Source: an optimization exercise on an open RTL-to-GDS flow (aim: small area, a short achievable clock period and few clock cycles per item). Production flows keep margins and buffers that such runs may drop.
Where RTL was checked, it was by simulation tests only, not by an equivalence proof against the original.

==> module yuv_to_rgb_top, before the edit <==
module yuv_to_rgb_top (
	input logic CLOCK_50_I,
	input logic Resetn,
	input logic [31:0] in_pair,
	input logic in_valid,
	output logic in_ready,
	output logic [15:0] out_word,
	output logic out_valid,
	input logic out_ready
);
	logic [15:0] win [6];
	logic [15:0] yq [4];
	logic [1:0] ph, ph_n;
	logic areg, t1, t2, wf;
	logic areg_n, t1_n, t2_n, wf_n;
	logic [7:0] cnt, cnt_n;
	logic [1:0] fl, pd, fl_n, pd_n;
	logic go;
	logic a0, adv, ld;
	logic step_ok, acc, fstep, pstep, stv;
	logic fs, ps;
	logic [7:0] c0, c1, c2, c3, c4, c5;
	logic [8:0] fp, fq, fr;
	logic [9:0] fa_n, fb_n, fa, fb;
	logic fc_n, fc;
	logic [7:0] fir_q;
	logic [7:0] ym, pu, pv, qu, qv;
	logic [24:0] tm, pt, qt;
	logic [2:0] lr_n, lg_n, lr, lg;
	logic [1:0] lb_n, lb;
	logic [9:0] gpa_n, gpb_n, gpa, gpb;
	logic [9:0] r_n, g_n, r, g;
	logic [10:0] b_n, b;
	logic [7:0] rs, gs, bs;
	logic [15:0] word;
	assign a0 = (ph == 2'd0) && wf;
	assign go = !out_valid || out_ready;
	assign adv = go && (a0 || areg || t1 || t2);
	assign ld = adv && ((ph == 2'd0) ? t2 : t1);
	assign step_ok = !wf && !(ph == 2'd1 && areg);
	assign acc = in_valid && in_ready;
	assign fstep = fs;
	assign pstep = ps;
	assign stv = fstep || (acc && cnt >= 8'd3);
	always_comb begin
		ph_n = ph;
		areg_n = areg;
		t1_n = t1;
		t2_n = t2;
		if (adv) begin
			areg_n = (ph == 2'd0 && a0) || (ph == 2'd1 && areg);
			t1_n = (ph == 2'd2 && areg) || (ph != 2'd2 && t1);
			t2_n = (ph == 2'd2 && t1);
			if (!areg_n && !t1_n && !t2_n) ph_n = 2'd0;
			else ph_n = (ph == 2'd2) ? 2'd0 : ph + 2'd1;
		end
		wf_n = (wf && !(a0 && adv)) || stv;
		cnt_n = cnt;
		fl_n = fl;
		pd_n = pd;
		if (acc) begin
			cnt_n = (cnt == 8'(yuv_rgb_pkg::LINE_PAIRS - 1)) ? 8'd0 : cnt + 8'd1;
			if (cnt == 8'(yuv_rgb_pkg::LINE_PAIRS - 1)) fl_n = 2'd3;
			if (cnt == 8'd0) pd_n = 2'd2;
		end
		if (fstep) fl_n = fl - 2'd1;
		if (pstep) pd_n = pd - 2'd1;
	end
	always_ff @(posedge CLOCK_50_I or negedge Resetn) begin
		if (!Resetn) begin
			ph <= 2'd0;
			areg <= 1'b0;
			t1 <= 1'b0;
			t2 <= 1'b0;
			wf <= 1'b0;
			cnt <= 8'd0;
			fl <= 2'd0;
			pd <= 2'd0;
			in_ready <= 1'b0;
			fs <= 1'b0;
			ps <= 1'b0;
		end else begin
			ph <= ph_n;
			areg <= areg_n;
			t1 <= t1_n;
			t2 <= t2_n;
			wf <= wf_n;
			cnt <= cnt_n;
			fl <= fl_n;
			pd <= pd_n;
			in_ready <= !wf_n && !(ph_n == 2'd1 && areg_n) && fl_n == 2'd0 && pd_n == 2'd0;
			fs <= !wf_n && !(ph_n == 2'd1 && areg_n) && fl_n != 2'd0;
			ps <= !wf_n && !(ph_n == 2'd1 && areg_n) && pd_n != 2'd0;
		end
	end
	always_ff @(posedge CLOCK_50_I) begin
		if (acc || fstep || pstep) begin
			for (int i = 0; i < 5; i++) win[i] <= win[i + 1];
		end
		if (acc) win[5] <= in_pair[15:0];
		if (acc || fstep) begin
			for (int i = 0; i < 3; i++) yq[i] <= yq[i + 1];
			yq[3] <= in_pair[31:16];
		end
	end
	assign c0 = (ph == 2'd0) ? win[0][7:0] : win[0][15:8];
	assign c1 = (ph == 2'd0) ? win[1][7:0] : win[1][15:8];
	assign c2 = (ph == 2'd0) ? win[2][7:0] : win[2][15:8];
	assign c3 = (ph == 2'd0) ? win[3][7:0] : win[3][15:8];
	assign c4 = (ph == 2'd0) ? win[4][7:0] : win[4][15:8];
	assign c5 = (ph == 2'd0) ? win[5][7:0] : win[5][15:8];
	fir_a u_fir_a (.p(fp), .q(fq), .r(fr), .ha(fa_n), .hb(fb_n), .hc(fc_n));
	fir_b u_fir_b (.ha(fa), .hb(fb), .hc(fc), .q(fir_q));
	always_ff @(posedge CLOCK_50_I) begin
		if (adv) begin
			fp <= {1'b0, c0} + {1'b0, c5};
			fq <= {1'b0, c1} + {1'b0, c4};
			fr <= {1'b0, c2} + {1'b0, c3};
			fa <= fa_n;
			fb <= fb_n;
			fc <= fc_n;
		end
	end
	luma_mul u_luma (.y(ym), .t(tm));
	csc_r_lo u_r_lo (.t(pt), .v(pv), .lc(lr_n));
	csc_g_lo u_g_lo (.t(pt), .u(pu), .v(pv), .lc(lg_n), .pa(gpa_n), .pb(gpb_n));
	csc_b_lo u_b_lo (.t(pt), .u(pu), .lc(lb_n));
	csc_r_hi u_r_hi (.t(qt), .v(qv), .lc(lr), .h(r_n));
	csc_g_hi u_g_hi (.t(qt), .u(qu), .v(qv), .lc(lg), .pa(gpa), .pb(gpb), .h(g_n));
	csc_b_hi u_b_hi (.t(qt), .u(qu), .lc(lb), .h(b_n));
	always_ff @(posedge CLOCK_50_I) begin
		if (adv) begin
			if (ph == 2'd0) ym <= yq[0][15:8];
			if (ph == 2'd1) ym <= yq[0][7:0];
			case (ph)
				2'd1: begin
					pt <= tm;
					pu <= win[2][15:8];
					pv <= win[2][7:0];
				end
				2'd2: begin
					pt <= tm;
					pv <= fir_q;
				end
				default: pu <= fir_q;
			endcase
			qt <= pt;
			qu <= pu;
			qv <= pv;
			lr <= lr_n;
			lg <= lg_n;
			lb <= lb_n;
			gpa <= gpa_n;
			gpb <= gpb_n;
			if (ph != 2'd2) r <= r_n;
			if (ph != 2'd1) begin
				g <= g_n;
				b <= b_n;
			end
		end
	end
	assign rs = yuv_rgb_pkg::sat10(r);
	assign gs = yuv_rgb_pkg::sat10(g);
	assign bs = yuv_rgb_pkg::sat11(b);
	always_comb begin
		case (ph)
			2'd1: word = {rs, gs};
			2'd2: word = {bs, rs};
			default: word = {gs, bs};
		endcase
	end
	always_ff @(posedge CLOCK_50_I or negedge Resetn) begin
		if (!Resetn) begin
			out_valid <= 1'b0;
		end else begin
			if (ld) out_valid <= 1'b1;
			else if (out_ready) out_valid <= 1'b0;
		end
	end
	always_ff @(posedge CLOCK_50_I) begin
		if (ld) out_word <= word;
	end
endmodule
clock: 12.0 ns
lec_check: 0
cap_margin: 20
core_margin: 2
core_utilization: 40
slew_margin: 20
standard.sh (not shown) runs the stock make flow with config.mk's settings and CLKGATE_MAP_FILE= SYNTH_SCRIPT=/design/flow/synth_recipe.tcl, a recipe that flattens the netlist after the stock synthesis.
==> flow/flow/run.sh <==
#!/bin/bash
# The standard layout (standard.sh) with two changes to how it is made; the
# clock period and constraints are unchanged:
# - ports get a plain buffer (buf_2) instead of the delay cell buffer_ports
#   picks by default;
# - ORFS's repair_timing is asked for a setup margin, so the resizer works on
#   paths longer than the period less the margin.
set -euo pipefail
MARGIN=8.5
sed "s|^make -C |make SETUP_SLACK_MARGIN=$MARGIN SKIP_GATE_CLONING=1 'BUFFER_PORTS_ARGS=-buffer_cell sky130_fd_sc_hd__buf_2' -C |" standard.sh > flow_margin.sh
grep -q "SETUP_SLACK_MARGIN=$MARGIN" flow_margin.sh
bash flow_margin.sh finish > make.log 2>&1
The first run went through all stages and came out clean.
Rerun with:
--- a/flow/design.v
+++ b/flow/design.v
@@ -1704,5 +1704,5 @@
 	logic [7:0] cnt, cnt_n;
 	logic [1:0] fl, pd, fl_n, pd_n;
-	logic go;
+	logic sv;
 	logic a0, adv, ld;
 	logic step_ok, acc, fstep, pstep, stv;
@@ -1721,8 +1721,7 @@
 	logic [10:0] b_n, b;
 	logic [7:0] rs, gs, bs;
-	logic [15:0] word;
+	logic [15:0] word, skid;
 	assign a0 = (ph == 2'd0) && wf;
-	assign go = !out_valid || out_ready;
-	assign adv = go && (a0 || areg || t1 || t2);
+	assign adv = !sv && (a0 || areg || t1 || t2);
 	assign ld = adv && ((ph == 2'd0) ? t2 : t1);
 	assign step_ok = !wf && !(ph == 2'd1 && areg);
@@ -1861,11 +1860,22 @@
 		if (!Resetn) begin
 			out_valid <= 1'b0;
+			sv <= 1'b0;
 		end else begin
-			if (ld) out_valid <= 1'b1;
-			else if (out_ready) out_valid <= 1'b0;
+			if (out_valid && out_ready) begin
+				out_valid <= sv || ld;
+				sv <= sv && ld;
+			end else if (ld) begin
+				out_valid <= 1'b1;
+				sv <= out_valid;
+			end
 		end
 	end
 	always_ff @(posedge CLOCK_50_I) begin
-		if (ld) out_word <= word;
+		if (out_valid && out_ready) begin
+			out_word <= sv ? skid : word;
+		end else if (!out_valid) begin
+			out_word <= word;
+		end
+		if (ld) skid <= word;
 	end
 endmodule
What happened: Wire length goes up by a few percent. Synthesized cell count goes up slightly. Register-to-register slack improved by 0.08 ns. Synthesized area goes up by a few percent. Cell area goes up by a few percent. First-iteration DRC count goes up by a few percent. Die area goes up by a few percent. Via count goes up by a few percent. Sequential cell count goes up by 17.
Testbench counts after the change, summed over its fixed seeds: cycles 23,376, items 7,680.
Only the layout flow was run in the first run of this note; the RTL was not checked for function there.

========
Another version of the RTL of yuv_to_rgb_top (not shown whole).
Size in the first run: about 380 flip-flops, about 54 I/O pins, about 24000 um2 of cells after synthesis.
==> module yuv_to_rgb_top, before the edit <==
module yuv_to_rgb_top (
	input logic CLOCK_50_I,
	input logic Resetn,
	input logic [31:0] in_pair,
	input logic in_valid,
	output logic in_ready,
	output logic [15:0] out_word,
	output logic out_valid,
	input logic out_ready
);
	logic [15:0] win [6];
	logic [15:0] yq [4];
	logic [1:0] ph, ph_n;
	logic areg, t1, wf;
	logic areg_n, t1_n, wf_n;
	logic [7:0] cnt, cnt_n;
	logic [1:0] fl, pd, fl_n, pd_n;
	logic go;
	logic a0, adv, ld;
	logic step_ok, acc, fstep, pstep, stv;
	logic fs, ps;
	logic [7:0] c0, c1, c2, c3, c4, c5;
	logic [8:0] fp, fq, fr;
	logic [9:0] fa_n, fb_n, fa, fb;
	logic fc_n, fc;
	logic [7:0] fir_q;
	logic [7:0] ym, pu, pv;
	logic [24:0] tm, pt;
	logic [2:0] lr_n, lg_n, lr, lg;
	logic [2:0] lb_n, lb;
	logic [13:0] rpa_n, rpb_n, rpa, rpb, gpa_n, gpb_n, gpa, gpb;
	logic [14:0] bpa_n, bpb_n, bpa, bpb;
	logic [9:0] r_n, g_n;
	logic [10:0] b_n;
	logic [7:0] rs, gs, bs;
	logic [15:0] word;
	assign a0 = (ph == 2'd0) && wf;
	assign go = !out_valid || out_ready;
	assign adv = go && (a0 || areg || t1);
	assign ld = adv && t1;
	assign step_ok = !wf && !(ph == 2'd1 && areg);
	assign acc = in_valid && in_ready;
	assign fstep = fs;
	assign pstep = ps;
	assign stv = fstep || (acc && cnt >= 8'd3);
	always_comb begin
		ph_n = ph;
		areg_n = areg;
		t1_n = t1;
		if (adv) begin
			areg_n = (ph == 2'd0 && a0) || (ph == 2'd1 && areg);
			t1_n = (ph == 2'd2) ? areg : t1;
			if (!areg_n && !t1_n) ph_n = 2'd0;
			else ph_n = (ph == 2'd2) ? 2'd0 : ph + 2'd1;
		end
		wf_n = (wf && !(a0 && adv)) || stv;
		cnt_n = cnt;
		fl_n = fl;
		pd_n = pd;
		if (acc) begin
			cnt_n = (cnt == 8'(yuv_rgb_pkg::LINE_PAIRS - 1)) ? 8'd0 : cnt + 8'd1;
			if (cnt == 8'(yuv_rgb_pkg::LINE_PAIRS - 1)) fl_n = 2'd3;
			if (cnt == 8'd0) pd_n = 2'd2;
		end
		if (fstep) fl_n = fl - 2'd1;
		if (pstep) pd_n = pd - 2'd1;
	end
	always_ff @(posedge CLOCK_50_I or negedge Resetn) begin
		if (!Resetn) begin
			ph <= 2'd0;
			areg <= 1'b0;
			t1 <= 1'b0;
			wf <= 1'b0;
			cnt <= 8'd0;
			fl <= 2'd0;
			pd <= 2'd0;
			in_ready <= 1'b0;
			fs <= 1'b0;
			ps <= 1'b0;
		end else begin
			ph <= ph_n;
			areg <= areg_n;
			t1 <= t1_n;
			wf <= wf_n;
			cnt <= cnt_n;
			fl <= fl_n;
			pd <= pd_n;
			in_ready <= !wf_n && !(ph_n == 2'd1 && areg_n) && fl_n == 2'd0 && pd_n == 2'd0;
			fs <= !wf_n && !(ph_n == 2'd1 && areg_n) && fl_n != 2'd0;
			ps <= !wf_n && !(ph_n == 2'd1 && areg_n) && pd_n != 2'd0;
		end
	end
	always_ff @(posedge CLOCK_50_I) begin
		if (acc || fstep || pstep) begin
			for (int i = 0; i < 5; i++) win[i] <= win[i + 1];
		end
		if (acc) win[5] <= in_pair[15:0];
		if (acc || fstep) begin
			for (int i = 0; i < 3; i++) yq[i] <= yq[i + 1];
			yq[3] <= in_pair[31:16];
		end
	end
	assign c0 = (ph == 2'd0) ? win[0][7:0] : win[0][15:8];
	assign c1 = (ph == 2'd0) ? win[1][7:0] : win[1][15:8];
	assign c2 = (ph == 2'd0) ? win[2][7:0] : win[2][15:8];
	assign c3 = (ph == 2'd0) ? win[3][7:0] : win[3][15:8];
	assign c4 = (ph == 2'd0) ? win[4][7:0] : win[4][15:8];
	assign c5 = (ph == 2'd0) ? win[5][7:0] : win[5][15:8];
	fir_a u_fir_a (.p(fp), .q(fq), .r(fr), .ha(fa_n), .hb(fb_n), .hc(fc_n));
	fir_b u_fir_b (.ha(fa), .hb(fb), .hc(fc), .q(fir_q));
	always_ff @(posedge CLOCK_50_I) begin
		if (adv) begin
			fp <= {1'b0, c0} + {1'b0, c5};
			fq <= {1'b0, c1} + {1'b0, c4};
			fr <= {1'b0, c2} + {1'b0, c3};
			fa <= fa_n;
			fb <= fb_n;
			fc <= fc_n;
		end
	end
	luma_mul u_luma (.y(ym), .t(tm));
	csc_r_lo u_r_lo (.t(pt), .v(pv), .lc(lr_n), .pa(rpa_n), .pb(rpb_n));
	csc_g_lo u_g_lo (.t(pt), .u(pu), .v(pv), .lc(lg_n), .pa(gpa_n), .pb(gpb_n));
	csc_b_lo u_b_lo (.t(pt), .u(pu), .lc(lb_n), .pa(bpa_n), .pb(bpb_n));
	csc_r_hi u_r_hi (.lc(lr), .pa(rpa), .pb(rpb), .h(r_n));
	csc_g_hi u_g_hi (.lc(lg), .pa(gpa), .pb(gpb), .h(g_n));
	csc_b_hi u_b_hi (.lc(lb), .pa(bpa), .pb(bpb), .h(b_n));
	always_ff @(posedge CLOCK_50_I) begin
		if (adv) begin
			if (ph == 2'd0) ym <= yq[0][15:8];
			if (ph == 2'd1) ym <= yq[0][7:0];
			case (ph)
				2'd1: begin
					pt <= tm;
					pu <= win[2][15:8];
					pv <= win[2][7:0];
				end
				2'd2: begin
					pt <= tm;
					pv <= fir_q;
				end
				default: pu <= fir_q;
			endcase
			lr <= lr_n;
			lg <= lg_n;
			if (ph != 2'd0) lb <= lb_n;
			rpa <= rpa_n;
			rpb <= rpb_n;
			gpa <= gpa_n;
			gpb <= gpb_n;
			if (ph != 2'd0) begin
				bpa <= bpa_n;
				bpb <= bpb_n;
			end
		end
	end
	assign rs = yuv_rgb_pkg::sat10(r_n);
	assign gs = yuv_rgb_pkg::sat10(g_n);
	assign bs = yuv_rgb_pkg::sat11(b_n);
	always_comb begin
		case (ph)
			2'd0: word = {rs, gs};
			2'd1: word = {bs, rs};
			default: word = {gs, bs};
		endcase
	end
	always_ff @(posedge CLOCK_50_I or negedge Resetn) begin
		if (!Resetn) begin
			out_valid <= 1'b0;
		end else begin
			if (ld) out_valid <= 1'b1;
			else if (out_ready) out_valid <= 1'b0;
		end
	end
	always_ff @(posedge CLOCK_50_I) begin
		if (ld) out_word <= word;
	end
endmodule
Settings: LEC_CHECK=0, CAP_MARGIN=20, CORE_MARGIN=2, CORE_UTILIZATION=40, CTS_BUF_LIST=sky130_fd_sc_hd__clkbuf_16, CTS_CLUSTER_DIAMETER=100, CTS_CLUSTER_SIZE=25, SLEW_MARGIN=20; clock period 12.0 ns.
Scripts as last shown in full above: flow/flow/run.sh
Testbench counts at the start, summed over its fixed seeds: cycles 23,360, items 7,680.
Change:
--- a/flow/design.v
+++ b/flow/design.v
@@ -1811,7 +1811,7 @@
 	logic [14:0] bpa_n, bpb_n, bpa, bpb;
 	logic [9:0] r_n, g_n;
 	logic [10:0] b_n;
-	logic [7:0] rs, gs, bs;
+	logic [7:0] rs, gs, bs, b_e;
 	logic [15:0] word;
 	assign a0 = (ph == 2'd0) && wf;
 	assign go = !out_valid || out_ready;
@@ -1922,15 +1922,14 @@
 			endcase
 			lr <= lr_n;
 			lg <= lg_n;
-			if (ph != 2'd0) lb <= lb_n;
+			lb <= lb_n;
 			rpa <= rpa_n;
 			rpb <= rpb_n;
 			gpa <= gpa_n;
 			gpb <= gpb_n;
-			if (ph != 2'd0) begin
-				bpa <= bpa_n;
-				bpb <= bpb_n;
-			end
+			bpa <= bpa_n;
+			bpb <= bpb_n;
+			if (ph == 2'd0) b_e <= bs;
 		end
 	end
 	assign rs = yuv_rgb_pkg::sat10(r_n);
@@ -1939,7 +1938,7 @@
 	always_comb begin
 		case (ph)
 			2'd0: word = {rs, gs};
-			2'd1: word = {bs, rs};
+			2'd1: word = {b_e, rs};
 			default: word = {gs, bs};
 		endcase
 	end
Result: Die area increases by about 0.6%. Via count rises by 0.59%. Worst setup slack degrades by 0.023 ns. Core utilization came out higher by 0.56 points. Global-route usage is about the same. Final area came out higher by about 1.6%. Routed wire length came out higher by 1.2%. Maximum frequency came out lower by 0.66%. Worst hold slack stays flat. Clock-buffer cell count increases by 2. Area after synthesis goes up by 0.64%. Synthesized cell count goes up by 1.8%.
Testbench counts after the change, summed over its fixed seeds: cycles 23,360, items 7,680.

separate check: timing with driven ports:
No port has a modelled driver above. Below, the same layouts with a new extraction and two added sets of constraints.
Step 1 sets driving cells, clkbuf_16 on the clock port and buf_2 on the other inputs (assumed; they add their load-dependent delay and slew).
Step 2, shift: input delay + t, output delay - t, t = (earliest + latest rising clock arrival at the registers) / 2. This alone moves slack from input paths to output paths.
Three values: ideal ports, drivers, drivers and shift; two values: the first two.
run	shift t [ns]	slack for setup (ns)	clock arrival spread, ns
the first run of note 1	0.621	8.225 / 8.225 / 8.044	0.019 / 0.020
the second run of note 1	0.621	8.307 / 8.307 / 8.028	0.028 / 0.029
the first run of note 2	0.591	8.491 / 8.440 / 8.056	0.021 / 0.020
the second run of note 2	0.605	8.467 / 8.414 / 8.075	0.026 / 0.025
After both steps setup and hold are still met in every run listed. For the first run of note 2, which loses most, drivers alone change the setup slack by -0.051 ns; drivers and shift together by -0.435 ns.
